Source: an optimization exercise on an open RTL-to-GDS flow (aim: small area and a short achievable clock period). Production flows keep margins and buffers that such runs may drop. At most, simulation tests tie the RTL to the original design; equivalence was not proved. The clock input has no modelled driver; a real chip could not lean on it and would need a root buffer or a full tree. Power and IR drop assume default switching activity.

== old ==
==> module data_memory_responder, before the edit <==
module data_memory_responder #(
    parameter int DEPTH_LOG2 = 6,
    parameter int LATENCY    = 2
) (
    input  logic        clk,
    input  logic        reset,
    input  logic        req,
    input  logic        we,
    input  logic [31:0] addr,
    input  logic [31:0] wdata,
    output logic        ready,
    output logic [31:0] rdata,
    output logic        err,
    output logic        busy
);
    localparam int NRING = 8;
    localparam int RLEN  = 8;
    logic unused_addr_bits;
    assign unused_addr_bits = &{1'b0, addr[31:8], LATENCY[0], DEPTH_LOG2[0]};
    logic busy_q, a0, a1, a2, ready_q;
    logic idle_q;     
    always_ff @(posedge clk or negedge reset) begin
        if (!reset) begin
            busy_q  <= 1'b0;
            idle_q  <= 1'b1;
            a0      <= 1'b0;
            a1      <= 1'b0;
            a2      <= 1'b0;
            ready_q <= 1'b0;
        end else begin
            busy_q  <= (idle_q && req) || a0 || a1 || a2;
            idle_q  <= !((idle_q && req) || a0 || a1 || a2);
            a0      <= idle_q && req;
            a1      <= a0;
            a2      <= a1;
            ready_q <= a2;
        end
    end
    logic             lat_we;
    logic [1:0]       lat_addr;
    logic [31:0]      lat_wdata;
    logic [NRING-1:0] ring_oh;
    logic             err_q;
    always_ff @(posedge clk) begin
        if (idle_q) begin
            lat_we    <= we;
            lat_addr  <= addr[1:0];
            lat_wdata <= wdata;
            for (int r = 0; r < NRING; r++) ring_oh[r] <= (addr[7:5] == 3'(r));
        end
    end
    always_ff @(posedge clk) err_q <= (lat_addr[1:0] != 2'b00);
    logic [2:0]      ph;
    logic [RLEN-1:0] phoh;
    always_ff @(posedge clk) begin
        ph <= ph + 3'd1;
        for (int i = 0; i < RLEN; i++) phoh[i] <= (ph + 3'd1 == 3'(i));
    end
    logic [RLEN-1:0] slot_new, pos_new, lpos;
    logic            al_new, al_lat;
    always_comb begin
        for (int i = 0; i < RLEN; i++) slot_new[i] = (addr[4:2] == 3'(i));
        for (int k = 0; k < RLEN; k++) begin
            pos_new[k] = 1'b0;
            for (int i = 0; i < RLEN; i++)
                pos_new[k] = pos_new[k] || (slot_new[i] && phoh[(k - i) & (RLEN - 1)]);
        end
    end
    always_ff @(posedge clk) begin
        if (idle_q) lpos <= {pos_new[RLEN-2:0], pos_new[RLEN-1]};
        else        lpos <= {lpos[RLEN-2:0], lpos[RLEN-1]};
    end
    assign al_new  = (addr[1:0] == 2'b00);
    assign al_lat  = (lat_addr[1:0] == 2'b00);
    logic             st_new, st_lat;
    logic [NRING-1:0] wen0, wen4;
    assign st_new = reset && req && we && al_new;
    assign st_lat = (a0 || a1 || a2) && lat_we && al_lat;
    always_ff @(posedge clk) begin
        for (int r = 0; r < NRING; r++) begin
            wen0[r] <= idle_q ? (st_new && addr[7:5] == 3'(r) && pos_new[6])
                              : (st_lat && ring_oh[r] && lpos[6]);
            wen4[r] <= idle_q ? (st_new && addr[7:5] == 3'(r) && pos_new[2])
                              : (st_lat && ring_oh[r] && lpos[2]);
        end
    end
    logic [31:0] ring [NRING][RLEN];
    for (genvar r = 0; r < NRING; r++) begin : g_ring
        always_ff @(posedge clk) begin
            for (int p = 0; p < RLEN; p++) begin
                if (p == 0)      ring[r][p] <= wen0[r] ? lat_wdata : ring[r][RLEN-1];
                else if (p == 4) ring[r][p] <= wen4[r] ? lat_wdata : ring[r][p-1];
                else             ring[r][p] <= ring[r][p-1];
            end
        end
    end
    logic             ld_new, ld_lat, hit_new, hit_lat;
    logic [NRING-1:0] rsel0, rsel3, rsel6;
    logic             cap;
    assign ld_new  = req && !we && al_new;
    assign ld_lat  = (a0 || a1) && !lat_we && al_lat;
    assign hit_new = (pos_new[7]) || (pos_new[2]) || (pos_new[5]);
    assign hit_lat = lpos[7] || lpos[2] || lpos[5];
    always_ff @(posedge clk) begin
        for (int r = 0; r < NRING; r++) begin
            rsel0[r] <= idle_q ? (ld_new && addr[7:5] == 3'(r) && pos_new[7])
                               : (ld_lat && ring_oh[r] && lpos[7]);
            rsel3[r] <= idle_q ? (ld_new && addr[7:5] == 3'(r) && pos_new[2])
                               : (ld_lat && ring_oh[r] && lpos[2]);
            rsel6[r] <= idle_q ? (ld_new && addr[7:5] == 3'(r) && pos_new[5])
                               : (ld_lat && ring_oh[r] && lpos[5]);
        end
    end
    always_ff @(posedge clk or negedge reset) begin
        if (!reset) cap <= 1'b0;
        else        cap <= idle_q ? (req && (!al_new || (!we && hit_new)))
                                  : (ld_lat && hit_lat);
    end
    logic [31:0] rd_mux;
    always_comb begin
        rd_mux = 32'h0;
        for (int r = 0; r < NRING; r++) begin
            rd_mux = rd_mux | ({32{rsel0[r]}} & ring[r][0]) | ({32{rsel3[r]}} & ring[r][3]) |
                     ({32{rsel6[r]}} & ring[r][6]);
        end
    end
    logic        clr;
    logic [31:0] rdata_q;
    always_ff @(posedge clk or negedge reset) begin
        if (!reset) clr <= 1'b1;
        else        clr <= 1'b0;
    end
    always_ff @(posedge clk) begin
        if (clr)      rdata_q <= 32'h0;
        else if (cap) rdata_q <= rd_mux;
    end
    assign ready = ready_q;
    assign busy  = busy_q;
    assign rdata = rdata_q;
    assign err   = err_q;
endmodule
Settings: LEC_CHECK=0, CAP_MARGIN=20, CORE_MARGIN=2, CORE_UTILIZATION=63, SETUP_SLACK_MARGIN=2.65, SLEW_MARGIN=20; clock period 4.5 ns.
standard.sh (not shown) runs the stock make flow with config.mk's settings and CLKGATE_MAP_FILE= SYNTH_SCRIPT=/design/flow/synth_recipe.tcl, a recipe that flattens the netlist after the stock synthesis.
==> flow/flow/run.sh <==
#!/bin/bash
# Layout flow: the standard ORFS flow (standard.sh), with the clock tree
# built by flow/pre_cts.tcl (a two-level balanced tree) instead of TritonCTS.
# The whole make/ORFS output goes to standard_flow.log in the work folder;
# ORFS also keeps each step's own log under orfs/logs/.
set -euo pipefail
export PRE_CTS_TCL="$PWD/flow/pre_cts.tcl"
bash standard.sh > standard_flow.log 2>&1
Other scripts of this flow, unchanged in this note and not shown: flow/flow/my_tree.tcl, flow/flow/pre_cts.tcl
diff inputs: old => new
--- a/flow/design.v
+++ b/flow/design.v
@@ -70,22 +70,16 @@
         if (idle_q) lpos <= {pos_new[RLEN-2:0], pos_new[RLEN-1]};
         else        lpos <= {lpos[RLEN-2:0], lpos[RLEN-1]};
     end
     assign al_new  = (addr[1:0] == 2'b00);
     assign al_lat  = (lat_addr[1:0] == 2'b00);
-    logic             st_new, st_lat;
+    logic             p3, st_lat;
     logic [NRING-1:0] wen0, wen4;
-    assign st_new = reset && req && we && al_new;
-    assign st_lat = (a0 || a1 || a2) && lat_we && al_lat;
-    always_ff @(posedge clk) begin
-        for (int r = 0; r < NRING; r++) begin
-            wen0[r] <= idle_q ? (st_new && addr[7:5] == 3'(r) && pos_new[6])
-                              : (st_lat && ring_oh[r] && lpos[6]);
-            wen4[r] <= idle_q ? (st_new && addr[7:5] == 3'(r) && pos_new[2])
-                              : (st_lat && ring_oh[r] && lpos[2]);
-        end
-    end
+    always_ff @(posedge clk) p3 <= a2;
+    assign st_lat = (a0 || a1 || a2 || p3) && lat_we && al_lat;
+    assign wen0   = {NRING{st_lat && lpos[7]}} & ring_oh;
+    assign wen4   = {NRING{st_lat && lpos[3]}} & ring_oh;
     logic [31:0] ring [NRING][RLEN];
     for (genvar r = 0; r < NRING; r++) begin : g_ring
         always_ff @(posedge clk) begin
             for (int p = 0; p < RLEN; p++) begin
                 if (p == 0)      ring[r][p] <= wen0[r] ? lat_wdata : ring[r][RLEN-1];
### Flow results
The flow did not stop early for new: all stages ran, and the layout cleared the timing, design-rule and antenna checks. Going from old to new, the count of mapped cells out of synthesis was found to have gone down by about 0.9%. In the metrics for old and new, the one carrying the lower total length of routed met3 wires is old. From old to new the numbers moved as follows: global-route wire length before repair increased by 10% relative to the old numbers, minimum setup slack among reg-to-reg paths decreased by 0.35 ns relative to the old numbers, sequential share of layout area decreased by 4.5 points relative to the old numbers, internal power contribution increased by 2600 µW relative to the old numbers. Between old and new, the post-synthesis async set-or-reset flop share does not differ in any meaningful way. new against old: global-route usage +3.2 points, routed length per instance saw an increase, share of total power in combinational logic went up by 3.4 points. Compared new vs old, and routed wire length is up in new. Cell area | new vs old | new larger.
For new, only the layout was checked, not whether the RTL still works. In every run of this note, the design's own scripts or RTL, not TritonCTS, make the clock network.

afterwards: timing with drivers on the ports:
The results above use ideal ports. As a check the final layouts listed here were re-extracted and re-timed, cells and wires unchanged. Step 1, drivers: a clkbuf_16 drives clk and a buf_2 each remaining input, both assumed. Step 2 adds t to the input delays and takes it off the output delays; t is the mean of the earliest and latest rising clock arrival at the registers after step 1. Input paths then give back, and output paths get back, about the clock's delay inside the block. Three values: no drivers, after step 1, after step 2; two values: the first two.
run | shift t [ns] | slack for setup (ns) | worst hold slack (ns) | worst setup path after step 2 | worst slew at a driven data input, ns
old | 0.679 | 2.560 / 2.392 / 1.999 | 0.326 / 0.244 / 0.326 | input to register | 0.14
new | 0.675 | 2.290 / 2.290 / 2.088 | 0.325 / 0.325 / 0.325 | input to register | 0.06
After both steps setup and hold are still met in every run listed. For old, which loses most, drivers alone change the setup slack by -0.168 ns; drivers and shift together by -0.561 ns.
